Context: an optimization exercise on an open-source flow, tuned for small area and a short achievable clock period. The choices shown serve that exercise and are no tape-out recipe. Where RTL was checked, it was by simulation tests only, not by an equivalence proof against the original. Function not checked in runs 2 to 4: the RTL went through the layout flow alone. Power and IR drop assume default switching activity.

**design/flow/design.v**
```verilog
module fifo_generator_1 (
    input  logic        clk,
    input  logic        srst,
    input  logic [7:0]  din,
    input  logic        wr_en,
    input  logic        rd_en,
    output logic [15:0] dout,
    output logic        full,
    output logic        empty,
    output logic [9:0]  rd_data_count,
    output logic [8:0]  wr_data_count
);
    localparam int WR_WIDTH = 8;
    localparam int RD_WIDTH = 16;
    localparam int WR_DEPTH = 256;
    localparam int ADDR_W   = $clog2(WR_DEPTH);
    localparam int PTR_W    = ADDR_W + 1;
    logic [WR_WIDTH-1:0] mem_r [WR_DEPTH];
    logic [PTR_W-1:0]    wr_ptr_r;
    logic [PTR_W-1:0]    rd_ptr_r;
    logic [RD_WIDTH-1:0] dout_r;
    logic                full_r;
    logic                empty_r;
    logic [8:0]          wr_cnt_r;
    logic [9:0]          rd_cnt_r;
    logic                wr_acc_s;
    logic                rd_acc_s;
    logic [PTR_W-1:0]    wr_ptr_nxt_s;
    logic [PTR_W-1:0]    rd_ptr_nxt_s;
    logic [PTR_W-1:0]    occ_nxt_s;
    logic [ADDR_W-1:0]   rd_addr0_s;
    logic [ADDR_W-1:0]   rd_addr1_s;
    logic [RD_WIDTH-1:0] rd_word_s;
    always_comb begin
        wr_acc_s     = 1'b0;
        rd_acc_s     = 1'b0;
        wr_ptr_nxt_s = wr_ptr_r;
        rd_ptr_nxt_s = rd_ptr_r;
        if (wr_en && !full_r) begin
            wr_acc_s     = 1'b1;
            wr_ptr_nxt_s = wr_ptr_r + 9'd1;
        end else begin
            wr_acc_s     = 1'b0;
        end
        if (rd_en && !empty_r) begin
            rd_acc_s     = 1'b1;
            rd_ptr_nxt_s = rd_ptr_r + 9'd2;
        end else begin
            rd_acc_s     = 1'b0;
        end
        occ_nxt_s = wr_ptr_nxt_s - rd_ptr_nxt_s;
    end
    always_comb begin
        rd_addr0_s = rd_ptr_r[ADDR_W-1:0];
        rd_addr1_s = rd_ptr_r[ADDR_W-1:0] + 8'd1;
        rd_word_s  = {mem_r[rd_addr0_s], mem_r[rd_addr1_s]};
    end
    always_ff @(posedge clk) begin
        if (srst && wr_acc_s) begin
            mem_r[wr_ptr_r[ADDR_W-1:0]] <= din;
        end
    end
    always_ff @(posedge clk or negedge srst) begin
        if (!srst) begin
            wr_ptr_r <= 9'd0;
            rd_ptr_r <= 9'd0;
            dout_r   <= 16'h0000;
            full_r   <= 1'b0;
            empty_r  <= 1'b1;
            wr_cnt_r <= 9'd0;
            rd_cnt_r <= 10'd0;
        end else begin
            wr_ptr_r <= wr_ptr_nxt_s;
            rd_ptr_r <= rd_ptr_nxt_s;
            if (rd_acc_s) begin
                dout_r <= rd_word_s;
            end
            full_r   <= (occ_nxt_s == PTR_W'(WR_DEPTH));
            empty_r  <= (occ_nxt_s < 9'd2);
            wr_cnt_r <= occ_nxt_s;
            rd_cnt_r <= {2'b00, occ_nxt_s[8:1]};
        end
    end
    assign dout          = dout_r;
    assign full          = full_r;
    assign empty         = empty_r;
    assign wr_data_count = wr_cnt_r;
    assign rd_data_count = rd_cnt_r;
endmodule
```
**design/flow/config.mk**
```make
export PLATFORM = sky130hd
export DESIGN_NAME = fifo_generator_1
export DESIGN_NICKNAME = fifo_generator_1
export VERILOG_FILES = /design/flow/design.v
export SDC_FILE = /design/flow/constraint.sdc
export NUM_CORES = 4
export LEC_CHECK = 0
export CAP_MARGIN = 20
export CORE_MARGIN = 2
export CORE_UTILIZATION = 40
export SLEW_MARGIN = 20
```
**design/flow/run.sh**
```bash
#!/bin/bash
# synth_recipe.tcl (not shown) runs the flow's synth.tcl, then flattens the netlist and writes it again
# the make line also repeats each setting of config.mk as NAME=value (left out here)
make -C /OpenROAD-flow-scripts/flow DESIGN_CONFIG=/design/flow/config.mk WORK_HOME=/design/flow/orfs CLKGATE_MAP_FILE= SYNTH_SCRIPT=/design/flow/synth_recipe.tcl finish
```
**design/flow/constraint.sdc**
```tcl
create_clock -name core_clock -period 5.0 [get_ports {clk}]
set_input_delay 1.0000 -clock core_clock [delete_from_list [all_inputs] [get_ports {clk}]]
set_output_delay 1.0000 -clock core_clock [all_outputs]
set_load 0.01 [all_outputs]
```
==> results of run 1 <==
## stage by stage
step           util [%]  area, um2  cells  setup slack, ns
3_3_place_gp       42.2      86100   6649            0.422
3_5_place_dp       42.2      86100   6649            0.458
2_1_floorplan         -      81800   3966             1.32
5_1_grt            45.7      93200   7045            0.948
6_report           45.7      93200   7045             1.04
4_1_cts            45.7      93200   7044             1.06
## cell families after synthesis
logic type	Yosys count	share of synthesized area [%]
AO/OA/AOI/OAI	340	3.01
multiplexers	724	15.6
XOR/XNOR	17	0.199
AND/OR/NAND/NOR	512	2.74
adder cells (fa/ha/maj)	12	0.193
flip-flops	2091	76.5
buffers and inverters	268	1.81
other	1	0.00458
## cell type report
type | count | share of cell area (%)
Clock buffer | 250 | 5.86
Clock inverter | 145 | 1.67
Inverter | 21 | 0.0900
Multi-Input combinational cell | 1607 | 19.1
Sequential cell | 2091 | 67.2
Tap cell | 2688 | 3.61
Timing Repair Buffer | 243 | 2.48
## cells in the final DEF (no fill, tap or decap), drive strengths merged, types with 5 or more instances in the layout
| cell | count |
|---|---|
| edfxtp | 2048 |
| mux4 | 439 |
| nor2 | 314 |
| mux2i | 279 |
| clkbuf | 258 |
| buf | 198 |
| clkinv | 106 |
| o221ai | 66 |
| a21oi | 65 |
| nand2 | 58 |
| o22ai | 43 |
| dfrtp | 42 |
| clkdlybuf4s50 | 37 |
| o21ai | 33 |
| nor3 | 33 |
| inv | 25 |
| a221o | 23 |
| bufinv | 23 |
| a221oi | 22 |
| nor2b | 22 |
| a211oi | 21 |
| a22oi | 19 |
| nand3 | 16 |
| nand2b | 16 |
| nor4 | 15 |
| xnor2 | 12 |
| o31ai | 12 |
| clkinvlp | 12 |
| ha | 11 |
| and2 | 11 |
| nand4 | 7 |
| a2111oi | 6 |
| a211o | 6 |
| mux2 | 6 |
| and3 | 5 |
| a31oi | 5 |
## layer usage
| metal | global-route usage (%) | vias up | wire [um] |
|---|---|---|---|
| li1 | - | 16900 | - |
| met1 | 28.6 | 21900 | 90600 |
| met3 | 3.45 | 268 | 13600 |
| met2 | 31.6 | 1555 | 99800 |
| met5 | 0 | - | 0 |
| met4 | 5.99 | 0 | 6060 |
## power by group
part	total [mW]	internal, mW	switching [mW]
Combinational	15.0	6.19	8.83
Sequential	20.1	19.5	0.603
Clock	15.8	9.04	6.79
## flip-flops by register name, summed over array words and instances (netlist names)
signal,count
wr_cnt_r,8
wr_ptr_r,8
empty_r,1
mem_r,2048
rd_cnt_r,1
full_r,1
dout_r,16
rd_ptr_r,8
## final timing paths
| path | slack, ns | endpoint | cells past startpoint |
|---|---|---|---|
| hold reg to reg | 0.49 | dout_r[4]$_DFFE_PN0P_ | 2 |
| hold / removal | 0.07 | wr_cnt_r[0]$_DFF_PN0_ | 1 |
| setup reg to reg | 1.04 | dout_r[6]$_DFFE_PN0P_ | 8 |
| setup / recovery | 1.04 | dout_r[6]$_DFFE_PN0P_ | 8 |
| min in group core_clock | 0.49 | dout_r[4]$_DFFE_PN0P_ | 2 |
| max in group asynchronous | 4.04 | rd_ptr_r[1]$_DFF_PN0_ | 2 |
==> key figures, run 1 <==
Die
  • Initial Util: 40.1%
  • Chip height: 456 um
  • Core area: 204000 um2
  • Die span in x: about 460 um
  • Row count: between 150 and 200
  • Die ar.: 208000 um2
  • I/O pin total: 49

Critical path
  • Worst-path cell chain: buf_12 > buf_12 > mux4_2 > mux4_2 > mux2i_1 > nor2_1 > a211oi_1 > o31ai_1
  • Crit start category: flip-flop
  • Bufs and invs on worst path: 2
  • CP arrival: 4.67 ns
  • Crit path launch: rd_ptr_r[1]$_DFF_PN0_
  • CP Max Fanout: 30
  • Critical Path RT: 5.72 ns
  • Setup Crit Path Kind: reg2reg
  • R2R Path Start: rd_ptr_r[1]$_DFF_PN0_
  • Top cell family by delay on the critical path: multiplexers
  • Critical-path cell with the highest stage delay: dfrtp_4
  • Setup crit end kind: flip-flop
  • CP max stage delay: about 0.94 ns

STA
  • Fin crit share: 79.2%
  • Worst Skew: 0.0485 ns
  • Achievable frequency: between 200 and 300 MHz
  • Hold slack: 0.0682 ns
  • Worst Max-Slew Pin Slew: 1.17 ns
  • Final setup TNS: 0 ns
  • Max_slew headroom: 22.0%
  • Final hold vios: 0
  • Setup violators final: 0
  • Max-slew violation count: 0
  • RSZ-0062 raised after global routing: false
  • Min Clock Period, post-route: 3.96 ns

Route
  • DRT Pass-1 Iters: 7
  • DR vias: 40600
  • Vias/cell: 5.76
  • DRT iter0 DRCs: 4815
  • Remaining DRCs: 0
  • WL/cell: 29.8 um
  • Antenna Nets Post-Route: 0
  • Final WL: approximately 210000 um

GRT
  • Pin count of the biggest net entering global routing: 144
  • Initial antenna violation count: 3
  • Overflow left after global routing: 0
  • Gr usage total: 20.0%
  • First-pass GRT wire length: 302000 um
  • Vias in the first global route: 40800

Yosys
  • Most common cell in the synthesized netlist: edfxtp_1
  • Most area-consuming cells after synthesis: edfxtp_1 (75%), mux4_2 (12%), mux2i_1 (3.4%), nor2_1 (1.4%), dfrtp_1 (1.3%)
  • Commonest cells post-synth: edfxtp_1 (2048), mux4_2 (439), nor2_1 (314)
  • Sequential-to-total area share from yosys stat: 76.5%
  • Synthesized area: 81800 um2
  • Syn avg cell area: 20.6 um2
  • Yosys warnings: 1
  • Number of synthesized flops with an enable pin: between 2000 and 2500
  • Post-Syn Instances: 3965
  • Seq cells post-synth: 2091
  • Synth area leader: edfxtp_1
  • Post-synth top area share: 75.1%
  • Fraction of registers with async set/reset: 2.06%
  • Cell variety after synth: 64
  • Main synth FF type: edfxtp_1

Power
  • Final Power: between 50 and 60 mW
  • Pwr per Cell Area: about 550 nW/um2
  • Worst vdd ir: roughly 0.00046 V
  • Leakage power: roughly 30 nW

Cells and area
  • Multi-input logic area: 17800 um2
  • Ant diodes: 0
  • Flip-flop and latch area: 62600 um2
  • P&R area growth vs syn: 13.9%
  • Share of layout cells above drive strength 1: 22.7%
  • Nets: between 4000 and 5000
  • Filler cells: 16900

CTS
  • H-tree depth reported by CTS: 4
  • Clk pin slew, worst setup/hold paths: 0.07 ns
  • Total CTS buffers: 210
  • Clk buf depth: 3
  • CTS Sinks: 2091
  • CTS tree: built
  • Post-CTS sizing: 0
  • Clock Latency Late Sink: between 0.8 and 0.9 ns
  • Clk Tree Root Cell: clkbuf_16
  • Hold_buf cts: 0
  • Setup Fix Bufs, Post-CTS: 0

Placed design
  • Dpl hpwl: 128000 um
  • Port-buffer cells: 46
  • Global placement routability congestion: between 0.8 and 0.9

Job
  • Max-cap violations: 0

Min path
  • Hold Crit Class: in2async

Run status
  • Status: finished clean
==> run 2: changes to the inputs <==
==> design/flow/design.v (replaced) <==
module fifo_generator_1 (
    input  logic        clk,
    input  logic        srst,
    input  logic [7:0]  din,
    input  logic        wr_en,
    input  logic        rd_en,
    output logic [15:0] dout,
    output logic        full,
    output logic        empty,
    output logic [9:0]  rd_data_count,
    output logic [8:0]  wr_data_count
);
    localparam int WORDS = 128;
    logic [15:0] mem_r [WORDS];
    logic [7:0]  wr_ptr_r;    
    logic [7:0]  rlo_r;       
    logic [15:0] rhi_r;       
    logic [8:0]  cnt_r;       
    logic        empty_r;
    logic [15:0] dout_r;
    logic        full_s;
    logic        wr_acc_s;
    logic        rd_acc_s;
    assign full_s   = cnt_r[8];
    assign wr_acc_s = wr_en & ~full_s;
    assign rd_acc_s = rd_en & ~empty_r;
    for (genvar i = 0; i < WORDS; i++) begin : g_mem
        always_ff @(posedge clk) begin
            if (!full_s && wr_ptr_r[7:1] == 7'(i) && !wr_ptr_r[0])
                mem_r[i][15:8] <= din;
            if (!full_s && wr_ptr_r[7:1] == 7'(i) && wr_ptr_r[0])
                mem_r[i][7:0] <= din;
        end
    end
    logic [15:0] rd_word_s;
    always_comb begin
        rd_word_s = '0;
        for (int j = 0; j < 16; j++) begin
            logic [15:0] grp;
            grp = '0;
            for (int i = 0; i < 8; i++)
                grp = grp | (mem_r[8*j+i] & {16{rlo_r[i]}});
            rd_word_s = rd_word_s | (grp & {16{rhi_r[j]}});
        end
    end
    logic [8:0] cnt_nxt_s;
    logic       empty_nxt_s;
    always_comb begin
        case ({wr_acc_s, rd_acc_s})
            2'b10: begin
                cnt_nxt_s   = cnt_r + 9'd1;
                empty_nxt_s = (cnt_r == 9'd0);
            end
            2'b01: begin
                cnt_nxt_s   = cnt_r - 9'd2;
                empty_nxt_s = (cnt_r[8:2] == 7'd0);
            end
            2'b11: begin
                cnt_nxt_s   = cnt_r - 9'd1;
                empty_nxt_s = (cnt_r == 9'd2);
            end
            default: begin
                cnt_nxt_s   = cnt_r;
                empty_nxt_s = empty_r;
            end
        endcase
    end
    always_ff @(posedge clk or negedge srst) begin
        if (!srst) begin
            wr_ptr_r <= 8'd0;
            rlo_r    <= 8'd1;
            rhi_r    <= 16'd1;
            cnt_r    <= 9'd0;
            empty_r  <= 1'b1;
            dout_r   <= 16'h0000;
        end else begin
            if (wr_acc_s) wr_ptr_r <= wr_ptr_r + 8'd1;
            if (rd_acc_s) begin
                rlo_r  <= {rlo_r[6:0], rlo_r[7]};
                if (rlo_r[7]) rhi_r <= {rhi_r[14:0], rhi_r[15]};
                dout_r <= rd_word_s;
            end
            cnt_r   <= cnt_nxt_s;
            empty_r <= empty_nxt_s;
        end
    end
    assign dout          = dout_r;
    assign full          = cnt_r[8];
    assign empty         = empty_r;
    assign wr_data_count = cnt_r;
    assign rd_data_count = {2'b00, cnt_r[8:1]};
endmodule
--- a/design/flow/config.mk
+++ b/design/flow/config.mk
@@ -7,5 +7,6 @@
 export LEC_CHECK = 0
 export CAP_MARGIN = 20
 export CORE_MARGIN = 2
-export CORE_UTILIZATION = 40
+export CORE_UTILIZATION = 55
+export SETUP_SLACK_MARGIN = 2.5
 export SLEW_MARGIN = 20
==> run 2 against run 1 <==
  * Final cell count down 6.7%
  * Synthesized cell count up 10%
  * Via count up 10%
  * Maximum frequency up 34%
  * Sequential power down 3%
  * Sequential share of layout area up 2.9 points
  * Worst setup slack better by 0.99 ns
  * Global-route usage up 11 points
  * Clock power down 7%
  * Combinational power down 92%
  * Wire length up 8.1%
  * Largest cell class unchanged
==> key figures, run 2 <==
Critical path
  • CP max stage delay: 0.76 ns (-0.18 ns)
  • R2R setup slack: 2.04 ns (+0.99 ns)
  • Crit start category: flip-flop
  • Reg-to-reg critical path endpoint: mem_r[44][1]$_DFFE_PP_
  • Worst-path cell chain: nor2_1 > nand3_2 > nor2_2
  • CP arrival: 3.42 ns (-1.25 ns)
  • R2r worst-path depth: 3 (-5)
  • Bufs and invs on worst path: 0 (-2)
  • Critical Path RT: 5.45 ns (-0.27 ns)
  • Setup Crit Path Kind: reg2reg
  • R2R Path Start: wr_ptr_r[7]$_DFFE_PN0P_
  • Critical-path cell with the highest stage delay: nor2_2
  • Top cell family by delay on the critical path: simple AND/OR/NAND/NOR gates
  • Setup crit end kind: flip-flop
  • CP Max Fanout: 16 (-47%)

STA
  • Fin crit share: 59.3% (-20 points)
  • Max_slew headroom: 26.2% (+4.2 points)
  • Final hold vios: 0 (unchanged)
  • Achievable frequency: 338 MHz (+34%)
  • Setup slack after layout: 2.04 ns (+0.995 ns)
  • Hold slack: 0.0794 ns (+0.0112 ns)
  • Worst Max-Slew Pin Slew: 1.11 ns (-0.0632 ns)
  • Max-slew violation count: 0 (unchanged)
  • RSZ-0062 raised after global routing: true
  • Final setup TNS: 0 ns (unchanged)
  • Min Clock Period, post-route: 2.96 ns (-0.995 ns)
  • Worst Skew: 0.0337 ns (-0.0148 ns)
  • Setup violators final: 0 (unchanged)

Run status
  • Status: finished clean

CTS
  • CTS Sinks: 2106 (+0.72%)
  • H-tree depth reported by CTS: 4 (unchanged)
  • Clk Tree Root Cell: clkbuf_16
  • Hold_buf cts: 0 (unchanged)
  • CTS tree: built
  • Clk buf depth: 3 (unchanged)
  • Total CTS buffers: 204 (-2.9%)
  • Clk pin slew, worst setup/hold paths: 0.06 ns (about the same)
  • Clock Latency Late Sink: 0.83 ns (-0.02 ns)

Power
  • Clock power share: 41.6% (+11 points)
  • Switching Fraction: 20.6% (-11 points)
  • Combinational Power Share: 3.4% (-26 points)
  • Sequential share of power: 55.0% (+16 points)
  • Final Power: 35.4 mW (-30%)
  • Leakage power: 27.2 nW (-8.0%)
  • Pint: 28.1 mW (-19%)
  • Worst vdd ir: 0.000330 V (-29%)
  • Psw: 7.30 mW (-55%)
  • Pwr per Cell Area: 394 nW/um2 (-28%)

Cells and area
  • Final non-filler cell total: 6572 (-6.7%)
  • Final instance area: 89900 um2 (-3.5%)
  • Utilization after layout: 64.3% (+19 points)
  • Nets: 4547 (+8.3%)
  • Most frequent cells in the layout: edfxtp_1 (2048), a22oi_1 (1076), nand4_1 (292)
  • P&R area growth vs syn: 15.8%
  • Share of layout cells above drive strength 1: 20.3% (-2.3 points)
  • Max FFs per register: 2048 (unchanged)
  • Most common cell after layout, fill and taps aside: edfxtp_1

Route
  • Routed met2 length: 106000 um (+6.4%)
  • Vias/cell: 6.82 (+18%)
  • WL/cell: 34.6 um (+16%)
  • Top Layer Used: met4
  • M1 WL: 89800 um (-0.81%)
  • Remaining DRCs: 0 (unchanged)
  • DRT Pass-1 Iters: 6 (-1)
  • Antenna Nets Post-Route: 0 (unchanged)
  • DRT iter0 DRCs: 5908 (+23%)
  • DR vias: 44900 (+10%)
  • Final WL: 227000 um (+8.1%)
  • DR WL met3: 22200 um (+63%)

GRT
  • Pin count of the biggest net entering global routing: 144 (unchanged)
  • Gr usage total: 30.8% (+11 points)
  • Overflow left after global routing: 0 (unchanged)
  • Initial antenna violation count: 0 (-3)
  • Vias in the first global route: 42500 (+4.3%)
  • First-pass GRT wire length: 318000 um (+5.4%)

Yosys
  • Post-Syn Instances: 4368 (+10%)
  • Sequential-to-total area share from yosys stat: 81.1% (+4.6 points)
  • Syn avg cell area: 17.8 um2 (-14%)
  • Synthesized area: 77700 um2 (-5.1%)
  • Fraction of registers with async set/reset: 2.75% (+0.70 points)
  • Seq cells post-synth: 2106 (+0.72%)
  • Main synth FF type: edfxtp_1
  • Most area-consuming cells after synthesis: edfxtp_1 (79%), a22oi_1 (11%), nand4_1 (2.4%), dfrtp_1 (1.8%), nor2_1 (1.3%)
  • Post-synth top area share: 79.2% (+4.0 points)
  • Cell variety after synth: 47 (-27%)
  • Yosys warnings: 2 (+1)
  • Synth area leader: edfxtp_1
  • Most common cell in the synthesized netlist: edfxtp_1
  • Commonest cells post-synth: edfxtp_1 (2048), a22oi_1 (1152), nand4_1 (292)
  • Number of synthesized flops with an enable pin: 2048 (unchanged)

Placed design
  • Post-placement cell area: 79800 um2 (-7.4%)
  • Dpl hpwl: 124000 um (-3.6%)
  • Global placement routability congestion: 0.849 (+1.1%)
  • Port-buffer cells: 46 (unchanged)
  • Dpl cells: 6072 (-8.7%)
  • Pre-CTS WS: 1.33 ns (+0.873 ns)

Die
  • Initial Util: 55.5% (+15 points)
  • Die span in x: 380 um (-17%)
  • Row count: 137 (-17%)
  • Chip height: 380 um (-17%)
  • I/O pin total: 49 (unchanged)
  • Die ar.: 144000 um2 (-31%)
  • Core area: 140000 um2 (-31%)

Job
  • Max-cap violations: 0 (unchanged)

Min path
  • Hold Crit Class: in2async
-- run 2: cell count changes in the layout (fill, tap and decap cells not counted), sizes merged, moves of 28 or more --
cell and change:
mux2i -279, nor2 -46, nand4 +285, nor3 -28, o22ai -43, a21oi -60
o221ai -66, mux4 -439, clkbuf +46, a22oi +1133, buf +43, nand2 +42
clkinv -32, clkdlybuf4s50 -37
-- run 2: worst max path at each step --
stage                                 start                 endpoint  slack [ns]  depth (start not counted)
finish              wr_ptr_r[7]$_DFFE_PN0P_   mem_r[44][1]$_DFFE_PP_        2.04                          3
global route        wr_ptr_r[7]$_DFFE_PN0P_   mem_r[44][1]$_DFFE_PP_        1.98                          3
CTS                    cnt_r[8]$_DFFE_PN0P_  mem_r[105][0]$_DFFE_PP_        1.96                          5
detailed placement                    wr_en     cnt_r[8]$_DFFE_PN0P_        1.33                         12
global placement                      wr_en     cnt_r[8]$_DFFE_PN0P_        1.32                         12
floorplan                             rd_en     cnt_r[8]$_DFFE_PN0P_        2.08                         12
-- run 2: cell type report --
| type | instances | area (um2) |
|---|---|---|
| multi-input cells | 1932 | 14900 |
| diodes | 1 | 2.50 |
| inverters | 8 | 37.5 |
| clock buffers | 287 | 5670 |
| repair buffers | 273 | 3240 |
| well taps | 1876 | 2350 |
| flip-flops and latches | 2106 | 63000 |
| fillers | 9700 | 50000 |
| clock inverters | 89 | 664 |
-- run 2: timing repair --
action | 4_1_cts | 5_1_grt
setup endpoints to repair | 2098 | 1969
cloned | 5 | 8
resized for setup | 383 | 373
setup buffers | 65 | 44
pin swaps | 24 | 64
-- run 2: metal layers --
layer,vias to the layer above,track usage [%]
li1,18500,-
met1,23400,44.1
met2,2565,47.2
met3,377,5.97
met4,0,12.3
met5,-,0
-- run 2: power by group through the flow --
stage / Sequential [mW] / Clock (mW) / Combinational [mW]
after floorplan: 19.9 / 0 / 0.384
after global placement: 19.9 / 0 / 0.885
after detailed placement: 19.9 / 0 / 0.896
after CTS: 19.5 / 14.8 / 1.07
after global routing: 19.5 / 15.5 / 1.30
final: 19.5 / 14.7 / 1.22
-- run 2: kinds of logic after synthesis --
logic type,after synthesis,share of synthesized area [%]
compound gates,1192,11.4
xor+xnor,18,0.203
fa+ha+maj,10,0.171
buf+inv,331,2.47
flops,2106,81.1
mux,16,0.232
other cells,1,0.00483
simple gates,694,4.40
==> run 3: changes to the inputs <==
--- a/design/flow/design.v
+++ b/design/flow/design.v
@@ -12,7 +12,8 @@
 );
     localparam int WORDS = 128;
     logic [15:0] mem_r [WORDS];
-    logic [7:0]  wr_ptr_r;    
+    logic [15:0] wlo_n_r;     
+    logic [15:0] whi_n_r;     
     logic [7:0]  rlo_r;       
     logic [15:0] rhi_r;       
     logic [8:0]  cnt_r;       
@@ -26,9 +27,9 @@
     assign rd_acc_s = rd_en & ~empty_r;
     for (genvar i = 0; i < WORDS; i++) begin : g_mem
         always_ff @(posedge clk) begin
-            if (!full_s && wr_ptr_r[7:1] == 7'(i) && !wr_ptr_r[0])
+            if (!(full_s | whi_n_r[i/8] | wlo_n_r[2*(i%8)]))
                 mem_r[i][15:8] <= din;
-            if (!full_s && wr_ptr_r[7:1] == 7'(i) && wr_ptr_r[0])
+            if (!(full_s | whi_n_r[i/8] | wlo_n_r[2*(i%8)+1]))
                 mem_r[i][7:0] <= din;
         end
     end
@@ -67,14 +68,18 @@
     end
     always_ff @(posedge clk or negedge srst) begin
         if (!srst) begin
-            wr_ptr_r <= 8'd0;
+            wlo_n_r  <= ~16'd1;
+            whi_n_r  <= ~16'd1;
             rlo_r    <= 8'd1;
             rhi_r    <= 16'd1;
             cnt_r    <= 9'd0;
             empty_r  <= 1'b1;
             dout_r   <= 16'h0000;
         end else begin
-            if (wr_acc_s) wr_ptr_r <= wr_ptr_r + 8'd1;
+            if (wr_acc_s) begin
+                wlo_n_r <= {wlo_n_r[14:0], wlo_n_r[15]};
+                if (!wlo_n_r[15]) whi_n_r <= {whi_n_r[14:0], whi_n_r[15]};
+            end
             if (rd_acc_s) begin
                 rlo_r  <= {rlo_r[6:0], rlo_r[7]};
                 if (rlo_r[7]) rhi_r <= {rhi_r[14:0], rhi_r[15]};
--- a/design/flow/config.mk
+++ b/design/flow/config.mk
@@ -8,5 +8,7 @@
 export CAP_MARGIN = 20
 export CORE_MARGIN = 2
 export CORE_UTILIZATION = 55
+export CTS_CLUSTER_DIAMETER = 60
+export CTS_CLUSTER_SIZE = 30
 export SETUP_SLACK_MARGIN = 2.5
 export SLEW_MARGIN = 20
==> run 3 against run 2 <==
  * Maximum frequency rose by 16%
  * Largest power group unchanged
  * Clock skew fell by 0.0056 ns
  * Final cell count fell by 2.1%
==> key figures, run 3 <==
Run status
  • Status: finished clean

Cells and area
  • Filler cells: 10200 (+5.5%)
  • Ant diodes: 0 (-1)
  • Nets: 4459 (-1.9%)
  • Share of layout cells above drive strength 1: 17.2% (-3.1 points)
  • Most common cell after layout, fill and taps aside: edfxtp_1
  • P&R area growth vs syn: 10.4%
  • Final non-filler cell total: 6434 (-2.1%)
  • Most frequent cells in the layout: edfxtp_1 (2048), a22oi_1 (1088), nand4_1 (289)
  • Max FFs per register: 2048 (unchanged)

Yosys
  • Main synth FF type: edfxtp_1
  • Post-synth top area share: 78.2% (-1.0 points)
  • Fraction of registers with async set/reset: 3.85% (+1.1 points)
  • Synth area leader: edfxtp_1
  • Seq cells post-synth: 2130 (+1.1%)
  • Syn avg cell area: 17.7 um2 (-0.33%)
  • Most common cell in the synthesized netlist: edfxtp_1
  • Sequential-to-total area share from yosys stat: 80.8% (-0.24 points)
  • Post-Syn Instances: 4440 (+1.6%)
  • Commonest cells post-synth: edfxtp_1 (2048), a22oi_1 (1149), nand4_1 (289)
  • Number of synthesized flops with an enable pin: 2048 (unchanged)
  • Cell variety after synth: 46 (-2.1%)
  • Most area-consuming cells after synthesis: edfxtp_1 (78%), a22oi_1 (11%), nand4_1 (2.3%), dfrtp_1 (1.6%), nor2_1 (1.3%)
  • Yosys warnings: 2 (unchanged)
  • Synthesized area: 78700 um2 (+1.3%)

Die
  • Core area: 142000 um2 (+1.3%)
  • Initial Util: 55.5% (about the same)
  • Die span in x: 382 um (+0.65%)
  • I/O pin total: 49 (unchanged)
  • Chip height: 382 um (+0.65%)
  • Row count: 138 (+0.73%)
  • Die ar.: 146000 um2 (+1.3%)

Job
  • Max-cap violations: 0 (unchanged)

Critical path
  • Reg-to-reg critical path endpoint: mem_r[41][15]$_DFFE_PN_
  • Setup Crit Path Kind: reg2reg
  • Critical Path RT: 5.42 ns (-0.03 ns)
  • R2R setup slack: 2.44 ns (+0.40 ns)
  • R2R Path Start: cnt_r[8]$_DFFE_PN0P_
  • Setup crit end kind: flip-flop
  • CP arrival: 2.99 ns (-0.43 ns)
  • Crit path launch: cnt_r[8]$_DFFE_PN0P_
  • R2r worst-path depth: 4 (+1)
  • CP Max Fanout: 16 (unchanged)
  • Crit start category: flip-flop

STA
  • Final setup TNS: 0 ns (unchanged)
  • Worst Skew: 0.0280 ns (-0.00564 ns)
  • RSZ-0062 raised after global routing: true
  • Min Clock Period, post-route: 2.56 ns (-0.400 ns)
  • Setup violators final: 0 (unchanged)
  • Worst Max-Slew Pin Slew: 1.14 ns (+0.0343 ns)
  • Fin crit share: 51.2% (-8.0 points)
  • Max-slew violation count: 0 (unchanged)
  • Max_slew headroom: 23.9% (-2.3 points)
  • Achievable frequency: 390 MHz (+16%)
  • Hold slack: 0.249 ns (+0.169 ns)
  • Final hold vios: 0 (unchanged)

Placed design
  • Dpl cells: 6127 (+0.91%)
  • Port-buffer cells: 46 (unchanged)
  • Global placement routability congestion: 0.825 (-2.9%)
  • Dpl hpwl: 126000 um (+2.1%)

CTS
  • Total CTS buffers: 137 (-33%)
  • CTS Sinks: 2130 (+1.1%)
  • H-tree depth reported by CTS: 4 (unchanged)
  • Clk Tree Root Cell: clkbuf_16
  • CTS tree: built
  • Clk buf depth: 3 (unchanged)
  • Clk pin slew, worst setup/hold paths: 0.09 ns (+0.03 ns)
  • Clock Latency Late Sink: 0.80 ns (-0.03 ns)
  • Hold_buf cts: 0 (unchanged)

Route
  • WL/cell: 35.4 um (+2.5%)
  • DRT iter0 DRCs: 5856 (-0.88%)
  • Remaining DRCs: 0 (unchanged)
  • DR vias: 44500 (-0.81%)
  • Antenna Nets Post-Route: 0 (unchanged)
  • DRT Pass-1 Iters: 8 (+2)
  • Final WL: 228000 um (+0.36%)
  • Vias/cell: 6.91 (+1.3%)

Min path
  • Hold Crit Class: in2async

GRT
  • First-pass GRT wire length: 321000 um (+0.85%)
  • Initial antenna violation count: 5 (+5)
  • Vias in the first global route: 42300 (-0.53%)
  • Pin count of the biggest net entering global routing: 141 (-2.1%)
  • Gr usage total: 31.1% (+0.22 points)
  • Met1 usage: 45.3% (+1.2 points)
  • Overflow left after global routing: 0 (unchanged)
  • Routing usage on met2: 48.0% (+0.76 points)
  • Busiest layer in global routing: met2
  • Grt met3 use: 5.30% (-0.67 points)

Power
  • Worst vdd ir: 0.000384 V (+16%)
  • Pwr per Cell Area: 523 nW/um2 (+33%)
  • Leakage power: 27.5 nW (+1.4%)
  • Final Power: 45.4 mW (+28%)
[run 3: cell types whose count changed after synthesis, sizes merged, moves of 3 or more]
cell    before  now
nor2       268  264
nand4      292  289
nor3b        3    0
buf        207  212
mux2        16   32
or2          0   16
nand2      100  116
nand3        8    3
dfrtp       55   49
clkbuf     116  142
nor2b        7    1
dfstp        3   33
xnor2       11    5
[run 3: how the worst max path moves through the flow]
stage | to | slack, ns
global route | mem_r[41][3]$_DFFE_PN_ | 2.37
detailed placement | cnt_r[8]$_DFFE_PN0P_ | 1.61
floorplan | cnt_r[8]$_DFFE_PN0P_ | 2.14
global placement | cnt_r[7]$_DFFE_PN0P_ | 1.60
CTS | full | 2.35
finish | mem_r[41][15]$_DFFE_PN_ | 2.44
[run 3: cell type report]
cell class | count | area (um2) | share of cell area [%]
Sequential cell | 2130 | 63700 | 73.3
Multi-Input combinational cell | 1950 | 13700 | 15.7
Clock buffer | 146 | 3590 | 4.13
Timing Repair Buffer | 212 | 2390 | 2.75
Tap cell | 1890 | 2360 | 2.72
Clock inverter | 99 | 1160 | 1.34
Inverter | 7 | 28.8 | 0.0331
[run 3: cell families (layout without fill, tap and decap cells)]
kind of cell	after synthesis	after routing	share of synthesized area, %
adder cells (fa/ha/maj)	9	9	0.153
multiplexers	32	32	0.458
AND/OR/NAND/NOR	699	699	4.35
XOR/XNOR	10	10	0.111
flip-flops	2130	2130	80.8
buffers and inverters	361	464	2.71
AO/OA/AOI/OAI	1198	1198	11.4
other	1	2	0.00477
[run 3: power breakdown]
part / switching (mW) / total [mW] / internal [mW] / leakage [nW]
Combinational: 5.50 / 6.22 / 0.717 / 5.28
Clock: 6.44 / 12.4 / 5.99 / 2.31
Sequential: 1.08 / 26.7 / 25.7 / 20.0
[run 3: critical path, cell delays in order (launching register included)]
cell,delay [ns]
dfrtp_4,0.50
buf_4,0.22
buf_6,0.19
or2_2,0.51
nor2_1,0.73
[run 3: through the flow]
step                      util [%]  setup WS [ns]  area, um2
final                         61.3           2.44      86900
after global routing          61.3           2.37      86900
after CTS                     61.0           2.35      86500
after detailed placement      56.8           1.61      80500
after global placement        56.8           1.60      80500
after floorplan                  -           2.14      78700
[run 3: metal layers]
layer,up-vias,part of all wire (%)
met4,2,3.3
li1,18300,-
met5,-,0.0057
met2,2477,47
met3,343,9.6
met1,23400,40
[run 3: what timing repair did]
item / CTS / global route
setup buffers: 55 / 6
pin swaps: 12 / 32
resized for setup: 336 / 88
setup endpoints to repair: 1891 / 337
gates cloned: 0 / 1
==> run 4: changes to the inputs <==
--- a/design/flow/config.mk
+++ b/design/flow/config.mk
@@ -7,8 +7,8 @@
 export LEC_CHECK = 0
 export CAP_MARGIN = 20
 export CORE_MARGIN = 2
-export CORE_UTILIZATION = 55
-export CTS_CLUSTER_DIAMETER = 60
-export CTS_CLUSTER_SIZE = 30
+export CORE_UTILIZATION = 65
+export CTS_CLUSTER_DIAMETER = 50
+export CTS_CLUSTER_SIZE = 40
 export SETUP_SLACK_MARGIN = 2.5
 export SLEW_MARGIN = 20
==> run 4 against run 3 <==
  * Still clean
  * Synthesized area unchanged
  * Design area up 0.43%
  * Clock power is 8% higher
  * Via count is 1.7% higher
  * Final cell count shrank 3.7%
  * Count of clock-buffer cells in the layout grew 20
  * Clock skew is 0.018 ns higher
  * Synthesized cell count unchanged
  * Highest routed layer unchanged
==> key figures, run 4 <==
Route
  • DR vias: 45200 (+1.7%)
  • Remaining DRCs: 0 (unchanged)
  • DRT iter0 DRCs: 7522 (+28%)
  • WL/cell: 36.7 um (+3.5%)
  • Antenna Nets Post-Route: 0 (unchanged)
  • Final WL: 227000 um (-0.27%)
  • DRT Pass-1 Iters: 6 (-2)
  • Vias/cell: 7.30 (+5.6%)

GRT
  • Initial antenna violation count: 11 (+6)
  • Pin count of the biggest net entering global routing: 136 (-3.5%)
  • Vias in the first global route: 41800 (-1.1%)
  • Gr usage total: 36.6% (+5.5 points)
  • First-pass GRT wire length: 316000 um (-1.6%)
  • Overflow left after global routing: 0 (unchanged)

Placed design
  • Dpl hpwl: 124000 um (-1.6%)
  • Global placement routability congestion: 0.840 (+1.9%)
  • Port-buffer cells: 46 (unchanged)

Yosys
  • Most area-consuming cells after synthesis: edfxtp_1 (78%), a22oi_1 (11%), nand4_1 (2.3%), dfrtp_1 (1.6%), nor2_1 (1.3%)
  • Post-Syn Instances: 4440 (unchanged)
  • Synth area leader: edfxtp_1
  • Synthesized area: 78700 um2 (unchanged)
  • Yosys warnings: 2 (unchanged)
  • Main synth FF type: edfxtp_1
  • Syn avg cell area: 17.7 um2 (unchanged)
  • Sequential-to-total area share from yosys stat: 80.8% (unchanged)
  • Commonest cells post-synth: edfxtp_1 (2048), a22oi_1 (1149), nand4_1 (289)
  • Most common cell in the synthesized netlist: edfxtp_1
  • Number of synthesized flops with an enable pin: 2048 (unchanged)
  • Cell variety after synth: 46 (unchanged)
  • Post-synth top area share: 78.2% (unchanged)
  • Fraction of registers with async set/reset: 3.85% (unchanged)
  • Seq cells post-synth: 2130 (unchanged)

Critical path
  • R2R Path Start: rlo_r[7]$_DFFE_PN0P_
  • Reg-to-reg critical path endpoint: dout_r[14]$_DFFE_PN0P_
  • R2r worst-path depth: 8 (+4)
  • Crit path launch: rlo_r[7]$_DFFE_PN0P_
  • Crit start category: flip-flop
  • CP Max Fanout: 15 (-1)
  • R2R setup slack: 2.47 ns (+0.03 ns)
  • Critical Path RT: 5.67 ns (+0.25 ns)
  • Setup Crit Path Kind: reg2reg
  • Setup crit end kind: flip-flop
  • CP arrival: 3.21 ns (+0.22 ns)

Power
  • Sequential share of power: 57.9% (-1.0 points)
  • Combinational Power Share: 13.1% (-0.6 points)
  • Pwr per Cell Area: 530 nW/um2 (+1.5%)
  • Leakage power: 27.9 nW (+1.4%)
  • Psw: 13.0 mW (about the same)
  • Switching Fraction: 28.1% (-0.55 points)
  • Worst vdd ir: 0.000489 V (+27%)
  • Clock power share: 29.0% (+1.6 points)
  • Final Power: 46.3 mW (+1.9%)
  • Pint: 33.2 mW (+2.7%)

Die
  • Row count: 127 (-8.0%)
  • Initial Util: 65.6% (+10 points)
  • Core area: 120000 um2 (-15%)
  • I/O pin total: 49 (unchanged)
  • Chip height: 352 um (-7.9%)
  • Die span in x: 352 um (-7.9%)
  • Die ar.: 124000 um2 (-15%)

STA
  • Fin crit share: 50.7% (-0.57 points)
  • Worst Skew: 0.0465 ns (+0.0185 ns)
  • Final hold vios: 0 (unchanged)
  • Achievable frequency: 395 MHz (+1.1%)
  • Final setup TNS: 0 ns (unchanged)
  • Setup violators final: 0 (unchanged)
  • Min Clock Period, post-route: 2.53 ns (-0.0283 ns)
  • RSZ-0062 raised after global routing: true
  • Worst Max-Slew Pin Slew: 1.20 ns (+0.0632 ns)
  • Max-slew violation count: 0 (unchanged)
  • Max_slew headroom: 19.7% (-4.2 points)

Min path
  • Hold Crit Class: in2async

CTS
  • Clk Tree Root Cell: clkbuf_16
  • Total CTS buffers: 153 (+12%)
  • CTS tree: built
  • H-tree depth reported by CTS: 4 (unchanged)
  • Hold_buf cts: 0 (unchanged)
  • CTS Sinks: 2130 (unchanged)
  • Clk buf depth: 3 (unchanged)
  • Clk pin slew, worst setup/hold paths: 0.09 ns (about the same)
  • Clock Latency Late Sink: 0.80 ns (about the same)

Run status
  • Status: finished clean

Cells and area
  • Multi-input logic area: 13600 um2 (-0.81%)
  • P&R area growth vs syn: 10.9%
  • Max FFs per register: 2048 (unchanged)
  • Most frequent cells in the layout: edfxtp_1 (2048), a22oi_1 (1090), nand4_1 (289)
  • Nets: 4479 (+0.45%)
  • Flip-flop and latch area: 63700 um2 (about the same)
  • Filler cells: 7416 (-28%)
  • Share of layout cells above drive strength 1: 16.7% (-0.49 points)
  • Most common cell after layout, fill and taps aside: edfxtp_1

Job
  • Max-cap violations: 0 (unchanged)
## run 4: logic make-up after synthesis
logic type / after synthesis / share of synthesized area, %
compound gates: 1198 / 11.4
other cells: 1 / 0.00477
fa+ha+maj: 9 / 0.153
buf+inv: 361 / 2.71
simple gates: 699 / 4.35
xor+xnor: 10 / 0.111
flops: 2130 / 80.8
mux: 32 / 0.458
## run 4: critical path: stages (launching register included)
cell     delay [ns]
dfrtp_4        0.54
buf_16         0.19
buf_4          0.22
a22oi_1        0.20
nand4_1        0.43
a22oi_2        0.43
nand4_1        0.16
o21ai_1        0.17
nand2_1        0.06
## run 4: per-stage QoR
| step | hold WS [ns] | cell area (um2) | setup WS, ns | instances | utilization, % |
|---|---|---|---|---|---|
| after CTS | 0.215 | 86400 | 2.37 | 6170 | 72.0 |
| final | 0.225 | 87200 | 2.47 | 6197 | 72.7 |
| after global routing | 0.251 | 87200 | 2.42 | 6193 | 72.7 |
| after floorplan | 0.489 | 78700 | 2.14 | 4441 | - |
| after global placement | 0.487 | 80200 | 1.25 | 5842 | 66.8 |
| after detailed placement | 0.491 | 80200 | 1.26 | 5842 | 66.8 |
## run 4: power groups by stage
stage | combinational [mW] | sequential, mW | clock (mW)
after floorplan | 3.14 | 26.8 | 0
after global placement | 5.75 | 27.0 | 0
after detailed placement | 5.80 | 27.2 | 0
after CTS | 6.01 | 26.8 | 13.4
after global routing | 6.44 | 27.2 | 14.0
final | 6.08 | 26.8 | 13.4
## run 4: how the worst max path moves through the flow
stage | end | slack [ns] | depth (start not counted)
2_1_floorplan | cnt_r[8]$_DFFE_PN0P_ | 2.14 | 12
3_3_place_gp | cnt_r[5]$_DFFE_PN0P_ | 1.25 | 13
3_5_place_dp | cnt_r[7]$_DFFE_PN0P_ | 1.26 | 13
4_1_cts | rd_data_count[7] | 2.37 | 1
5_1_grt | mem_r[53][10]$_DFFE_PN_ | 2.42 | 4
6_report | dout_r[14]$_DFFE_PN0P_ | 2.47 | 8
## run 4: final cells by class
cell class | instances | share of cell area [%]
tap | 1612 | 2.31
clock buffer | 166 | 4.64
timing repair buffer | 216 | 2.94
multi-input combinational | 1950 | 15.6
sequential | 2130 | 73.0
inverter | 7 | 0.0359
clock inverter | 112 | 1.54
antenna | 4 | 0.0115
## run 4: timing repair
item | CTS | global route
setup buffers | 49 | 17
cloned | 1 | 6
pin swaps | 6 | 42
gates resized for setup | 208 | 136
setup endpoints to repair | 1002 | 587
## run 4: metal layers
metal,vias to the layer above,share of wire [%],GRT usage (%)
li1,18400,-,-
met1,23400,39,56.1
met2,3016,46,53.5
met3,397,13,7.24
met4,6,3.0,12.2
met5,-,0.019,0
==> run 5: changes to the inputs <==
==> design/flow/design.v (replaced) <==
module fifo_generator_1 (
    input  logic        clk,
    input  logic        srst,
    input  logic [7:0]  din,
    input  logic        wr_en,
    input  logic        rd_en,
    output logic [15:0] dout,
    output logic        full,
    output logic        empty,
    output logic [9:0]  rd_data_count,
    output logic [8:0]  wr_data_count
);
    localparam int WORDS = 128;
    logic [15:0] mem_r [WORDS];
    logic [7:0]  wr_ptr_r;    
    logic [6:0]  rd_ptr_r;    
    logic [8:0]  cnt_r;       
    logic        empty_r;
    logic [15:0] dout_r;
    logic        full_s;
    logic        wr_acc_s;
    logic        rd_acc_s;
    assign full_s   = cnt_r[8];
    assign wr_acc_s = wr_en & ~full_s;
    assign rd_acc_s = rd_en & ~empty_r;
    for (genvar i = 0; i < WORDS; i++) begin : g_mem
        always_ff @(posedge clk) begin
            if (!full_s && wr_ptr_r[7:1] == 7'(i) && !wr_ptr_r[0])
                mem_r[i][15:8] <= din;
            if (!full_s && wr_ptr_r[7:1] == 7'(i) && wr_ptr_r[0])
                mem_r[i][7:0] <= din;
        end
    end
    logic [15:0] rd_word_s;
    assign rd_word_s = mem_r[rd_ptr_r];
    logic [8:0] cnt_nxt_s;
    logic       empty_nxt_s;
    always_comb begin
        case ({wr_acc_s, rd_acc_s})
            2'b10: begin
                cnt_nxt_s   = cnt_r + 9'd1;
                empty_nxt_s = (cnt_r == 9'd0);
            end
            2'b01: begin
                cnt_nxt_s   = cnt_r - 9'd2;
                empty_nxt_s = (cnt_r[8:2] == 7'd0) || (cnt_r == 9'd2) || (cnt_r == 9'd3);
            end
            2'b11: begin
                cnt_nxt_s   = cnt_r - 9'd1;
                empty_nxt_s = (cnt_r == 9'd2);
            end
            default: begin
                cnt_nxt_s   = cnt_r;
                empty_nxt_s = empty_r;
            end
        endcase
    end
    always_ff @(posedge clk or negedge srst) begin
        if (!srst) begin
            wr_ptr_r <= 8'd0;
            rd_ptr_r <= 7'd0;
            cnt_r    <= 9'd0;
            empty_r  <= 1'b1;
            dout_r   <= 16'h0000;
        end else begin
            if (wr_acc_s) wr_ptr_r <= wr_ptr_r + 8'd1;
            if (rd_acc_s) begin
                rd_ptr_r <= rd_ptr_r + 7'd1;
                dout_r   <= rd_word_s;
            end
            cnt_r   <= cnt_nxt_s;
            empty_r <= empty_nxt_s;
        end
    end
    assign dout          = dout_r;
    assign full          = cnt_r[8];
    assign empty         = empty_r;
    assign wr_data_count = cnt_r;
    assign rd_data_count = {2'b00, cnt_r[8:1]};
endmodule
--- a/design/flow/config.mk
+++ b/design/flow/config.mk
@@ -7,8 +7,5 @@
 export LEC_CHECK = 0
 export CAP_MARGIN = 20
 export CORE_MARGIN = 2
-export CORE_UTILIZATION = 65
-export CTS_CLUSTER_DIAMETER = 50
-export CTS_CLUSTER_SIZE = 40
-export SETUP_SLACK_MARGIN = 2.5
+export CORE_UTILIZATION = 40
 export SLEW_MARGIN = 20
==> run 5 against run 4 <==
  * Critical path depth increased by 2
  * Flip-flop and latch count decreased by 41
  * Utilization decreased by 24 points
  * Sequential share of layout area decreased by 6.8 points
  * Combinational power increased by 23%
==> key figures, run 5 <==
Run status
  • Status: finished clean

Cells and area
  • Most common cell after layout, fill and taps aside: edfxtp_1
  • Final non-filler cell total: 8138 (+31%)
  • Most frequent cells in the layout: edfxtp_1 (2048), buf_4 (609), a22oi_1 (604)
  • Final instance area: 94500 um2 (+8.4%)
  • Share of layout cells above drive strength 1: 24.3% (+7.6 points)
  • P&R area growth vs syn: 20.4%
  • Nets: 5303 (+18%)
  • Utilization after layout: 48.5% (-24 points)
  • Max FFs per register: 2048 (unchanged)

CTS
  • Clk buf depth: 3 (unchanged)
  • H-tree depth reported by CTS: 4 (unchanged)
  • Clk pin slew, worst setup/hold paths: 0.08 ns (about the same)
  • CTS tree: built
  • Setup Fix Bufs, Post-CTS: 0 (-100%)
  • Post-CTS sizing: 0 (-100%)
  • Clk Tree Root Cell: clkbuf_16
  • Clock Latency Late Sink: 0.91 ns (+0.11 ns)
  • Total CTS buffers: 210 (+37%)
  • Hold_buf cts: 0 (unchanged)
  • CTS Sinks: 2089 (-1.9%)

STA
  • Achievable frequency: 207 MHz (-48%)
  • Final hold vios: 0 (unchanged)
  • Fin crit share: 96.8% (+46 points)
  • Hold slack: 0.195 ns (-0.0304 ns)
  • Worst Skew: 0.0364 ns (-0.0101 ns)
  • Setup violators final: 0 (unchanged)
  • Final setup TNS: 0 ns (unchanged)
  • Max_slew headroom: 7.89% (-12 points)
  • RSZ-0062 raised after global routing: false
  • Setup slack after layout: 0.159 ns (-2.31 ns)
  • Min Clock Period, post-route: 4.84 ns (+2.31 ns)
  • Worst Max-Slew Pin Slew: 1.38 ns (+0.176 ns)
  • Max-slew violation count: 0 (unchanged)

Placed design
  • Pre-CTS WS: 0.163 ns (-1.10 ns)
  • Dpl hpwl: 315000 um (+150%)
  • Post-placement cell area: 87400 um2 (+9.0%)
  • Dpl cells: 7684 (+32%)
  • Global placement routability congestion: 1.08 (+28%)
  • Port-buffer cells: 46 (unchanged)

Power
  • Clock power share: 37.3% (+8.3 points)
  • Final Power: 43.5 mW (-6.0%)
  • Psw: 13.1 mW (+0.30%)
  • Worst vdd ir: 0.000519 V (+6.1%)
  • Sequential share of power: 45.5% (-12 points)
  • Switching Fraction: 30.0% (+1.9 points)
  • Leakage power: 31.1 nW (+11%)
  • Combinational Power Share: 17.2% (+4.1 points)
  • Pwr per Cell Area: 460 nW/um2 (-13%)
  • Pint: 30.4 mW (-8.4%)

GRT
  • Gr usage total: 45.4% (+8.8 points)
  • First-pass GRT wire length: 571000 um (+81%)
  • Overflow left after global routing: 0 (unchanged)
  • Initial antenna violation count: 80 (+69)
  • Vias in the first global route: 51900 (+24%)
  • Pin count of the biggest net entering global routing: 129 (-5.1%)

Critical path
  • Setup Crit Path Kind: reg2reg
  • R2R setup slack: 0.16 ns (-2.31 ns)
  • Reg-to-reg critical path endpoint: dout_r[4]$_DFFE_PN0P_
  • CP Max Fanout: 28 (+13)
  • Critical Path RT: 5.78 ns (+0.11 ns)
  • R2r worst-path depth: 10 (+2)
  • Setup crit end kind: flip-flop
  • R2R Path Start: rd_ptr_r[5]$_DFFE_PN0P_
  • Crit start category: flip-flop
  • CP arrival: 5.62 ns (+2.41 ns)

Route
  • M1 WL: 158000 um (+79%)
  • Routed met2 length: 174000 um (+69%)
  • DR vias: 60100 (+33%)
  • DR WL met3: 92500 um (+220%)
  • WL/cell: 56.5 um (+54%)
  • Vias/cell: 7.38 (+1.2%)
  • DRT Pass-1 Iters: 7 (+1)
  • Remaining DRCs: 0 (unchanged)
  • DRT iter0 DRCs: 15000 (+99%)
  • Final WL: 460000 um (+100%)
  • Antenna Nets Post-Route: 0 (unchanged)
  • Top Layer Used: met5

Yosys
  • Cell variety after synth: 77 (+67%)
  • Syn avg cell area: 16.8 um2 (-5.0%)
  • Post-synth top area share: 78.3% (+0.13 points)
  • Fraction of registers with async set/reset: 1.96% (-1.9 points)
  • Synthesized area: 78500 um2 (-0.16%)
  • Synth area leader: edfxtp_1
  • Most common cell in the synthesized netlist: edfxtp_1
  • Commonest cells post-synth: edfxtp_1 (2048), a22oi_1 (604), nor2_1 (407)
  • Main synth FF type: edfxtp_1
  • Sequential-to-total area share from yosys stat: 79.6% (-1.2 points)
  • Post-Syn Instances: 4667 (+5.1%)
  • Number of synthesized flops with an enable pin: 2048 (unchanged)
  • Seq cells post-synth: 2089 (-1.9%)
  • Most area-consuming cells after synthesis: edfxtp_1 (78%), a22oi_1 (5.8%), nor2_1 (1.9%), and3_1 (1.6%), dfrtp_1 (1.3%)
  • Yosys warnings: 2 (unchanged)

Min path
  • Hold Crit Class: in2async

Die
  • Core area: 195000 um2 (+63%)
  • Die span in x: 447 um (+27%)
  • I/O pin total: 49 (unchanged)
  • Chip height: 447 um (+27%)
  • Initial Util: 40.3% (-25 points)
  • Row count: 162 (+28%)
  • Die ar.: 200000 um2 (+61%)

Job
  • Max-cap violations: 0 (unchanged)
-- run 5: changes by cell type after synthesis, moves of 72 or more --
cell,delta
and3_1,+207
clkbuf_1,+90
a221oi_1,+109
a22o_1,+91
nand4_1,-148
a22oi_1,-545
buf_6,-72
buf_2,-72
nor2_1,+144
nand3_1,+148
-- run 5: metal layers --
layer / vias up / global-route usage [%]
li1: 20600 / -
met3: 1557 / 27.8
met2: 7289 / 58.0
met1: 30700 / 57.2
met5: - / 0.391
met4: 32 / 27.6
-- run 5: power groups by stage --
stage                     clock network (mW)  logic [mW]  registers, mW
final                                   16.2        7.48           19.8
after global routing                    16.7        7.25           19.8
after CTS                               16.1        6.96           19.8
after detailed placement                   0        6.94           20.2
after global placement                     0        6.92           20.2
after floorplan                            0        2.63           19.9
-- run 5: layout make-up --
class	instances	area, um2
diodes	52	130
clock buffers	260	5560
clock inverters	137	1380
fillers	16500	100000
inverters	14	52.6
multi-input cells	2270	15800
flip-flops and latches	2089	62500
well taps	2624	3280
repair buffers	692	5790
-- run 5: how the worst max path moves through the flow --
stage,startpoint,end,cells after the start
finish,rd_ptr_r[5]$_DFFE_PN0P_,dout_r[4]$_DFFE_PN0P_,10
global route,rd_ptr_r[5]$_DFFE_PN0P_,dout_r[4]$_DFFE_PN0P_,10
CTS,rd_ptr_r[0]$_DFFE_PN0P_,dout_r[0]$_DFFE_PN0P_,10
detailed placement,rd_ptr_r[0]$_DFFE_PN0P_,dout_r[0]$_DFFE_PN0P_,10
global placement,rd_ptr_r[0]$_DFFE_PN0P_,dout_r[1]$_DFFE_PN0P_,12
floorplan,wr_en,cnt_r[8]$_DFFE_PN0P_,11
-- run 5: cell families (layout without fill, tap and decap cells) --
logic type / after synthesis / in the layout / synth area share (%)
DFF: 2089 / 2089 / 79.6
buffers and inverters: 309 / 1103 / 1.66
AOI/OAI and AO/OA: 989 / 989 / 9.92
muxes: 1 / 1 / 0.0127
adders and majority gates: 14 / 14 / 0.233
and+or+nand+nor: 1237 / 1237 / 8.26
other: 1 / 54 / 0.00477
xor gates and xnor gates: 27 / 27 / 0.301
-- run 5: worst max-delay path: stages, from the launching register on --
cell and delay (ns):
dfrtp_1 0.92, or4b_1 0.69, nor2_1 0.18, buf_4 0.29
a2111oi_0 1.01, buf_4 0.28, nand3_1 0.22, or4_1 0.53
nor4_1 0.30, buf_4 0.18, a31oi_1 0.06

## what the ideal ports hide
No port has a modelled driver above. Below, the same layouts with a new extraction and two added sets of constraints.
Step 1 sets driving cells, clkbuf_16 on the clock port and buf_2 on the other inputs (assumed; they add their load-dependent delay and slew).
Step 2 times the ports against the registers' clock, not the clock port: input delays grow and output delays shrink by t, the midpoint of the rising clock arrivals with the driver on.
Slacks: ideal / step 1 / step 2; pairs: ideal / step 1.
run	shift t [ns]	slack for setup (ns)	worst setup path at the end	worst register clock-pin slew, ns	worst slew at a driven data input, ns
run 1	0.927	1.042 / 1.042 / 0.475	input to register	0.07 / 0.07	0.13
run 2	0.894	2.037 / 2.037 / 1.913	input to register	0.07 / 0.07	0.04
run 3	0.884	2.438 / 2.362 / 2.070	input to register	0.10 / 0.10	0.04
run 4	0.863	2.466 / 2.454 / 1.694	input to register	0.10 / 0.10	0.04
run 5	0.977	0.159 / 0.159 / 0.159	register to register	0.08 / 0.08	0.05
After both steps every run listed still meets setup and hold. For run 4, which loses most, drivers alone change the setup slack by -0.012 ns; drivers and shift together by -0.772 ns.
